Context: an optimization exercise on an open-source flow, tuned for small area, a short achievable clock period and few clock cycles. The choices shown serve that exercise and are no tape-out recipe.
At most, simulation tests tie the RTL to the original design; equivalence was not proved.

==> 04-04: inputs <==
==> flow/design.v (excerpt) <==
module systolic_ws_stream (
    input  logic        clk,
    input  logic        rst,
    input  logic        start_i,
    input  logic        reuse_w_i,
    input  logic        w_valid_i,
    input  logic [31:0] w_data_i,
    output logic        w_ready_o,
    input  logic        a_valid_i,
    input  logic [31:0] a_data_i,
    input  logic        a_last_i,
    output logic        a_ready_o,
    output logic        o_valid_o,
    output logic [71:0] o_data_o,
    output logic        busy_o,
    output logic        done_o
);
export LEC_CHECK = 0
export CAP_MARGIN = 20
export CORE_MARGIN = 2
export CORE_UTILIZATION = 40
export CTS_CLUSTER_DIAMETER = 120
export CTS_CLUSTER_SIZE = 25
export SETUP_SLACK_MARGIN = 4.0
export SLEW_MARGIN = 20
export SYNTH_HIERARCHICAL = 1
create_clock -name core_clock -period 7.0 [get_ports {clk}]
standard.sh (not shown) runs the stock make flow with config.mk's settings and CLKGATE_MAP_FILE= SYNTH_SCRIPT=/design/flow/synth_recipe.tcl, a recipe that flattens the netlist after the stock synthesis.
==> flow/flow/run.sh <==
#!/bin/bash
# Own layout flow: the standard ORFS flow (standard.sh, which also runs the
# standard synthesis unchanged), with one change: the buffers that ORFS puts on
# every input and output port are sky130_fd_sc_hd__buf_2 cells instead of the
# delay buffers it picks by default. Each make run logs to its own file here.
set -euo pipefail
bash standard.sh synth > synth.log 2>&1
bash standard.sh "BUFFER_PORTS_ARGS=-buffer_cell sky130_fd_sc_hd__buf_2" finish > layout.log 2>&1
==> inputs of 07-19, as changes to 04-04 <==
Settings changed: SETUP_SLACK_MARGIN 4.0 to 4.2.
==> qor summary <==
Run status: 07-19 finished clean; 04-04 finished clean
Global-route wire length before repair: 07-19 191 mm; 04-04 161 mm
Routed length on met2: 07-19 59.2 mm; 04-04 52.9 mm
Headroom to the max-slew limit: 07-19 37.7%; 04-04 37.7%
Fillcell total: 07-19 7311; 04-04 7824
Via count: 07-19 27500; 04-04 25700
Met1 track demand over resource in global routing: 07-19 35.8%; 04-04 31.5%
Worst Reg-to-Reg Cells: 07-19 8; 04-04 7
Area Overhead vs Synth: 07-19 30.2%; 04-04 21.9%
Launch point of the worst path: 07-19 one_q[0][0]; 04-04 one_q[0][1]
Multi-input logic portion of the cell area: 07-19 56.4%; 04-04 57.4%
Library cell appearing most often on the critical path: 07-19 fa_2; 04-04 fa_1
Final weighted congestion in routability-driven placement: 07-19 0.913; 04-04 0.856
Share of final layout cell area taken by non-clock buffers: 07-19 14.3%; 04-04 11.6%
Beginning of the worst hold path: 07-19 vPipe_q[0]; 04-04 vPipe_q[1]
Detailed route wirelength on metal3: 07-19 20.7 mm; 04-04 13.5 mm
Fraction of area in registers: 07-19 23.6%; 04-04 25.1%
Worst-skew pair later-pin latency: 07-19 660 ps; 04-04 630 ps
Highest attainable clock frequency: 07-19 320 MHz; 04-04 324 MHz
Sequential Area: 07-19 0.0109 sq mm; 04-04 0.0109 sq mm
No run of this note included a check of the RTL's function; only the layout flow was run.

* * *

==> inputs of v19 <==
Another version of the RTL of systolic_ws_stream (not shown whole).
export LEC_CHECK = 0
export CAP_MARGIN = 20
export CORE_MARGIN = 2
export CORE_UTILIZATION = 40
export CTS_CLUSTER_DIAMETER = 120
export CTS_CLUSTER_SIZE = 25
export SETUP_SLACK_MARGIN = 4.47
export SLEW_MARGIN = 20
export SYNTH_HIERARCHICAL = 1
create_clock -name core_clock -period 7.0 [get_ports {clk}]
Scripts as last shown in full above: flow/flow/run.sh
==> v20 (differences from v19) <==
--- a/flow/design.v
+++ b/flow/design.v
@@ -10,54 +10,74 @@
     input  logic [31:0] a_data_i,
     input  logic        a_last_i,
     output logic        a_ready_o,
     output logic        o_valid_o,
     output logic [71:0] o_data_o,
     output logic        busy_o,
     output logic        done_o
 );
-    logic       busy_q, wRdy_q, aRdy_q, wOk_q, done_q;
+    logic       busy_q, wRdy_q, aRdy_q, done_q;
+    logic       busyN_q, wRdyN_q, aRdyN_q, doneN_q;
+    logic       wOk_q;
     logic [1:0] wCnt_q;
     logic       oValid_q;
     logic [2:0] vPipe_q, lPipe_q;
+    logic       busy, wRdy, aRdy, done;
     logic       startEv, wBeat, aBeat, wLast;
-    assign startEv = start_i & ~busy_q;
-    assign wBeat   = w_valid_i & wRdy_q;
-    assign aBeat   = a_valid_i & aRdy_q;
+    logic       busyNext, wRdyNext, aRdyNext;
+    assign busy    = ~busyN_q;
+    assign wRdy    = ~wRdyN_q;
+    assign aRdy    = ~aRdyN_q;
+    assign done    = ~doneN_q;
+    assign startEv = start_i & ~busy;
+    assign wBeat   = w_valid_i & wRdy;
+    assign aBeat   = a_valid_i & aRdy;
     assign wLast   = wBeat & (wCnt_q == 2'd3);
+    assign busyNext = startEv | (busy & ~done);
+    assign wRdyNext = startEv ? ~reuse_w_i : (wRdy & ~wLast);
+    assign aRdyNext = startEv ? reuse_w_i : ((aRdy & ~(aBeat & a_last_i)) | wLast);
     always_ff @(posedge clk or posedge rst) begin
         if (rst) begin
             busy_q   <= 1'b0;
             wRdy_q   <= 1'b0;
             aRdy_q   <= 1'b0;
+            done_q   <= 1'b0;
             wCnt_q   <= 2'd0;
             wOk_q    <= 1'b0;
             vPipe_q  <= '0;
             lPipe_q  <= '0;
             oValid_q <= 1'b0;
-            done_q   <= 1'b0;
         end else begin
-            if (startEv) begin
-                busy_q <= 1'b1;
-            end else if (done_q) begin
-                busy_q <= 1'b0;
-            end
-            wRdy_q <= startEv ? ~reuse_w_i : (wRdy_q & ~wLast);
-            aRdy_q <= startEv ? reuse_w_i : ((aRdy_q & ~(aBeat & a_last_i)) | wLast);
+            busy_q   <= busyNext;
+            wRdy_q   <= wRdyNext;
+            aRdy_q   <= aRdyNext;
+            done_q   <= lPipe_q[2];
             if (wBeat) begin
                 wCnt_q <= wCnt_q + 2'd1;
             end
             if (wLast) begin
                 wOk_q <= 1'b1;
             end
             vPipe_q  <= {vPipe_q[1:0], aBeat};
             lPipe_q  <= {lPipe_q[1:0], aBeat & a_last_i};
             oValid_q <= vPipe_q[2];
-            done_q   <= lPipe_q[2];
+        end
+    end
+    always_ff @(posedge clk or posedge rst) begin
+        if (rst) begin
+            busyN_q <= 1'b1;
+            wRdyN_q <= 1'b1;
+            aRdyN_q <= 1'b1;
+            doneN_q <= 1'b1;
+        end else begin
+            busyN_q <= ~busyNext;
+            wRdyN_q <= ~wRdyNext;
+            aRdyN_q <= ~aRdyNext;
+            doneN_q <= ~lPipe_q[2];
         end
     end
     assign w_ready_o = wRdy_q;
     assign a_ready_o = aRdy_q;
     assign busy_o    = busy_q;
     assign done_o    = done_q;
     assign o_valid_o = oValid_q;
     logic [7:0] wgt_q [4][4];
--- a/flow/config.mk
+++ b/flow/config.mk
@@ -5,11 +5,11 @@
 export SDC_FILE = /design/flow/constraint.sdc
 export NUM_CORES = 4
 export LEC_CHECK = 0
 export CAP_MARGIN = 20
 export CORE_MARGIN = 2
 export CORE_UTILIZATION = 40
 export CTS_CLUSTER_DIAMETER = 120
 export CTS_CLUSTER_SIZE = 25
-export SETUP_SLACK_MARGIN = 4.47
+export SETUP_SLACK_MARGIN = 4.52
 export SLEW_MARGIN = 20
 export SYNTH_HIERARCHICAL = 1
==> v27 (differences from v19) <==
--- a/flow/design.v
+++ b/flow/design.v
@@ -10,54 +10,74 @@
     input  logic [31:0] a_data_i,
     input  logic        a_last_i,
     output logic        a_ready_o,
     output logic        o_valid_o,
     output logic [71:0] o_data_o,
     output logic        busy_o,
     output logic        done_o
 );
-    logic       busy_q, wRdy_q, aRdy_q, wOk_q, done_q;
+    logic       busy_q, wRdy_q, aRdy_q, done_q;
+    logic       busyN_q, wRdyN_q, aRdyN_q, doneN_q;
+    logic       wOk_q;
     logic [1:0] wCnt_q;
     logic       oValid_q;
     logic [2:0] vPipe_q, lPipe_q;
+    logic       busy, wRdy, aRdy, done;
     logic       startEv, wBeat, aBeat, wLast;
-    assign startEv = start_i & ~busy_q;
-    assign wBeat   = w_valid_i & wRdy_q;
-    assign aBeat   = a_valid_i & aRdy_q;
+    logic       busyNext, wRdyNext, aRdyNext;
+    assign busy    = ~busyN_q;
+    assign wRdy    = ~wRdyN_q;
+    assign aRdy    = ~aRdyN_q;
+    assign done    = ~doneN_q;
+    assign startEv = start_i & ~busy;
+    assign wBeat   = w_valid_i & wRdy;
+    assign aBeat   = a_valid_i & aRdy;
     assign wLast   = wBeat & (wCnt_q == 2'd3);
+    assign busyNext = startEv | (busy & ~done);
+    assign wRdyNext = startEv ? ~reuse_w_i : (wRdy & ~wLast);
+    assign aRdyNext = startEv ? reuse_w_i : ((aRdy & ~(aBeat & a_last_i)) | wLast);
     always_ff @(posedge clk or posedge rst) begin
         if (rst) begin
             busy_q   <= 1'b0;
             wRdy_q   <= 1'b0;
             aRdy_q   <= 1'b0;
+            done_q   <= 1'b0;
             wCnt_q   <= 2'd0;
             wOk_q    <= 1'b0;
             vPipe_q  <= '0;
             lPipe_q  <= '0;
             oValid_q <= 1'b0;
-            done_q   <= 1'b0;
         end else begin
-            if (startEv) begin
-                busy_q <= 1'b1;
-            end else if (done_q) begin
-                busy_q <= 1'b0;
-            end
-            wRdy_q <= startEv ? ~reuse_w_i : (wRdy_q & ~wLast);
-            aRdy_q <= startEv ? reuse_w_i : ((aRdy_q & ~(aBeat & a_last_i)) | wLast);
+            busy_q   <= busyNext;
+            wRdy_q   <= wRdyNext;
+            aRdy_q   <= aRdyNext;
+            done_q   <= lPipe_q[2];
             if (wBeat) begin
                 wCnt_q <= wCnt_q + 2'd1;
             end
             if (wLast) begin
                 wOk_q <= 1'b1;
             end
             vPipe_q  <= {vPipe_q[1:0], aBeat};
             lPipe_q  <= {lPipe_q[1:0], aBeat & a_last_i};
             oValid_q <= vPipe_q[2];
-            done_q   <= lPipe_q[2];
+        end
+    end
+    always_ff @(posedge clk or posedge rst) begin
+        if (rst) begin
+            busyN_q <= 1'b1;
+            wRdyN_q <= 1'b1;
+            aRdyN_q <= 1'b1;
+            doneN_q <= 1'b1;
+        end else begin
+            busyN_q <= ~busyNext;
+            wRdyN_q <= ~wRdyNext;
+            aRdyN_q <= ~aRdyNext;
+            doneN_q <= ~lPipe_q[2];
         end
     end
     assign w_ready_o = wRdy_q;
     assign a_ready_o = aRdy_q;
     assign busy_o    = busy_q;
     assign done_o    = done_q;
     assign o_valid_o = oValid_q;
     logic [7:0] wgt_q [4][4];
==> v21 (differences from v19) <==
--- a/flow/design.v
+++ b/flow/design.v
@@ -10,54 +10,74 @@
     input  logic [31:0] a_data_i,
     input  logic        a_last_i,
     output logic        a_ready_o,
     output logic        o_valid_o,
     output logic [71:0] o_data_o,
     output logic        busy_o,
     output logic        done_o
 );
-    logic       busy_q, wRdy_q, aRdy_q, wOk_q, done_q;
+    logic       busy_q, wRdy_q, aRdy_q, done_q;
+    logic       busyN_q, wRdyN_q, aRdyN_q, doneN_q;
+    logic       wOk_q;
     logic [1:0] wCnt_q;
     logic       oValid_q;
     logic [2:0] vPipe_q, lPipe_q;
+    logic       busy, wRdy, aRdy, done;
     logic       startEv, wBeat, aBeat, wLast;
-    assign startEv = start_i & ~busy_q;
-    assign wBeat   = w_valid_i & wRdy_q;
-    assign aBeat   = a_valid_i & aRdy_q;
+    logic       busyNext, wRdyNext, aRdyNext;
+    assign busy    = ~busyN_q;
+    assign wRdy    = ~wRdyN_q;
+    assign aRdy    = ~aRdyN_q;
+    assign done    = ~doneN_q;
+    assign startEv = start_i & ~busy;
+    assign wBeat   = w_valid_i & wRdy;
+    assign aBeat   = a_valid_i & aRdy;
     assign wLast   = wBeat & (wCnt_q == 2'd3);
+    assign busyNext = startEv | (busy & ~done);
+    assign wRdyNext = startEv ? ~reuse_w_i : (wRdy & ~wLast);
+    assign aRdyNext = startEv ? reuse_w_i : ((aRdy & ~(aBeat & a_last_i)) | wLast);
     always_ff @(posedge clk or posedge rst) begin
         if (rst) begin
             busy_q   <= 1'b0;
             wRdy_q   <= 1'b0;
             aRdy_q   <= 1'b0;
+            done_q   <= 1'b0;
             wCnt_q   <= 2'd0;
             wOk_q    <= 1'b0;
             vPipe_q  <= '0;
             lPipe_q  <= '0;
             oValid_q <= 1'b0;
-            done_q   <= 1'b0;
         end else begin
-            if (startEv) begin
-                busy_q <= 1'b1;
-            end else if (done_q) begin
-                busy_q <= 1'b0;
-            end
-            wRdy_q <= startEv ? ~reuse_w_i : (wRdy_q & ~wLast);
-            aRdy_q <= startEv ? reuse_w_i : ((aRdy_q & ~(aBeat & a_last_i)) | wLast);
+            busy_q   <= busyNext;
+            wRdy_q   <= wRdyNext;
+            aRdy_q   <= aRdyNext;
+            done_q   <= lPipe_q[2];
             if (wBeat) begin
                 wCnt_q <= wCnt_q + 2'd1;
             end
             if (wLast) begin
                 wOk_q <= 1'b1;
             end
             vPipe_q  <= {vPipe_q[1:0], aBeat};
             lPipe_q  <= {lPipe_q[1:0], aBeat & a_last_i};
             oValid_q <= vPipe_q[2];
-            done_q   <= lPipe_q[2];
+        end
+    end
+    always_ff @(posedge clk or posedge rst) begin
+        if (rst) begin
+            busyN_q <= 1'b1;
+            wRdyN_q <= 1'b1;
+            aRdyN_q <= 1'b1;
+            doneN_q <= 1'b1;
+        end else begin
+            busyN_q <= ~busyNext;
+            wRdyN_q <= ~wRdyNext;
+            aRdyN_q <= ~aRdyNext;
+            doneN_q <= ~lPipe_q[2];
         end
     end
     assign w_ready_o = wRdy_q;
     assign a_ready_o = aRdy_q;
     assign busy_o    = busy_q;
     assign done_o    = done_q;
     assign o_valid_o = oValid_q;
     logic [7:0] wgt_q [4][4];
==> flow/config.mk (replaced) <==
export PLATFORM = sky130hd
export DESIGN_NAME = systolic_ws_stream
export DESIGN_NICKNAME = systolic_ws_stream
export VERILOG_FILES = /design/flow/design.v
export SDC_FILE = /design/flow/constraint.sdc
export NUM_CORES = 4
export LEC_CHECK = 0
export CAP_MARGIN = 5
export CORE_MARGIN = 2
export CORE_UTILIZATION = 40
export CTS_CLUSTER_DIAMETER = 120
export CTS_CLUSTER_SIZE = 25
export SETUP_SLACK_MARGIN = 4.47
export SLEW_MARGIN = 5
export SYNTH_HIERARCHICAL = 1
==> results.sh <==
export IMPL_place_inst=4372
export IMPL_fp_dieW_um=321
export IMPL_cts_resized_gates=24
export IMPL_max_slew_margin_pct=33.7
export IMPL_status="finished clean"
export IMPL_min_to="oData_q[59]$_DFF_P_"
export IMPL_yosysTopAreaCellShare_pct=27.6
export IMPL_r2r_start="neg_q[2][3]$_DFF_P_"
That was v19.
==> results.sh <==
export IMPL_max_slew_margin_pct=32.7
export IMPL_cts_resized_gates=47
export IMPL_r2r_start="cut1c0_p8_0_q$_DFF_P_"
export IMPL_min_to="oData_q[1]$_DFF_P_"
export IMPL_status="finished clean"
export IMPL_place_inst=4394
export IMPL_yosysTopAreaCellShare_pct=27.4
That was v20.
==> results.sh <==
export IMPL_cts_resized_gates=23
export IMPL_crit_type="reg2out"
export IMPL_yosysTopAreaCellShare_pct=27.4
export IMPL_max_slew_margin_pct=29.9
export IMPL_place_inst=4394
export IMPL_fp_dieW_um=321
export IMPL_status="finished clean"
export IMPL_drc=0
That was v21.
==> results.sh <==
export IMPL_fp_dieW_um=321
export IMPL_r2r_start="neg_q[3][2]$_DFF_P_"
export IMPL_status="finished clean"
export IMPL_cts_resized_gates=23
export IMPL_min_to="oData_q[1]$_DFF_P_"
export IMPL_max_slew_margin_pct=29.9
export IMPL_slowest_stage="dfrtp_1"
That was v27.
Testbench counts of v19, summed over its fixed seeds: cycles 4,679.
Only the layout flow was run in v20, v27 and v21; the RTL was not checked for function there.

==> static timing again, ports no longer ideal <==
The flow's constraints put no driver on any port. The routed layouts listed below were extracted and timed again, unchanged, in two steps. Step 1, drivers: a clkbuf_16 drives clk and a buf_2 each remaining input, both assumed. Step 2 moves the port delays by t, midway between the first and last clock arrival at a register: inputs arrive t later, outputs are due t later. That takes back most of the time a late clock gives input paths. a / b / c = no drivers / after step 1 / after step 2; a / b = the first two.
run	t (ns)	slack for setup (ns)	worst data-port slew with drivers (ns)
04-04	0.673	3.918 / 3.918 / 3.918	0.06
07-19	0.703	3.876 / 3.876 / 3.876	0.04
v19	0.677	4.451 / 4.381 / 4.042	0.12
v20	0.659	4.471 / 4.399 / 4.204	0.15
v27	0.660	4.468 / 4.396 / 4.198	0.15
v21	0.660	4.468 / 4.396 / 4.198	0.15
After both steps setup and hold are still met in every run listed. For v19, which loses most, drivers alone change the setup slack by -0.070 ns; drivers and shift together by -0.409 ns.
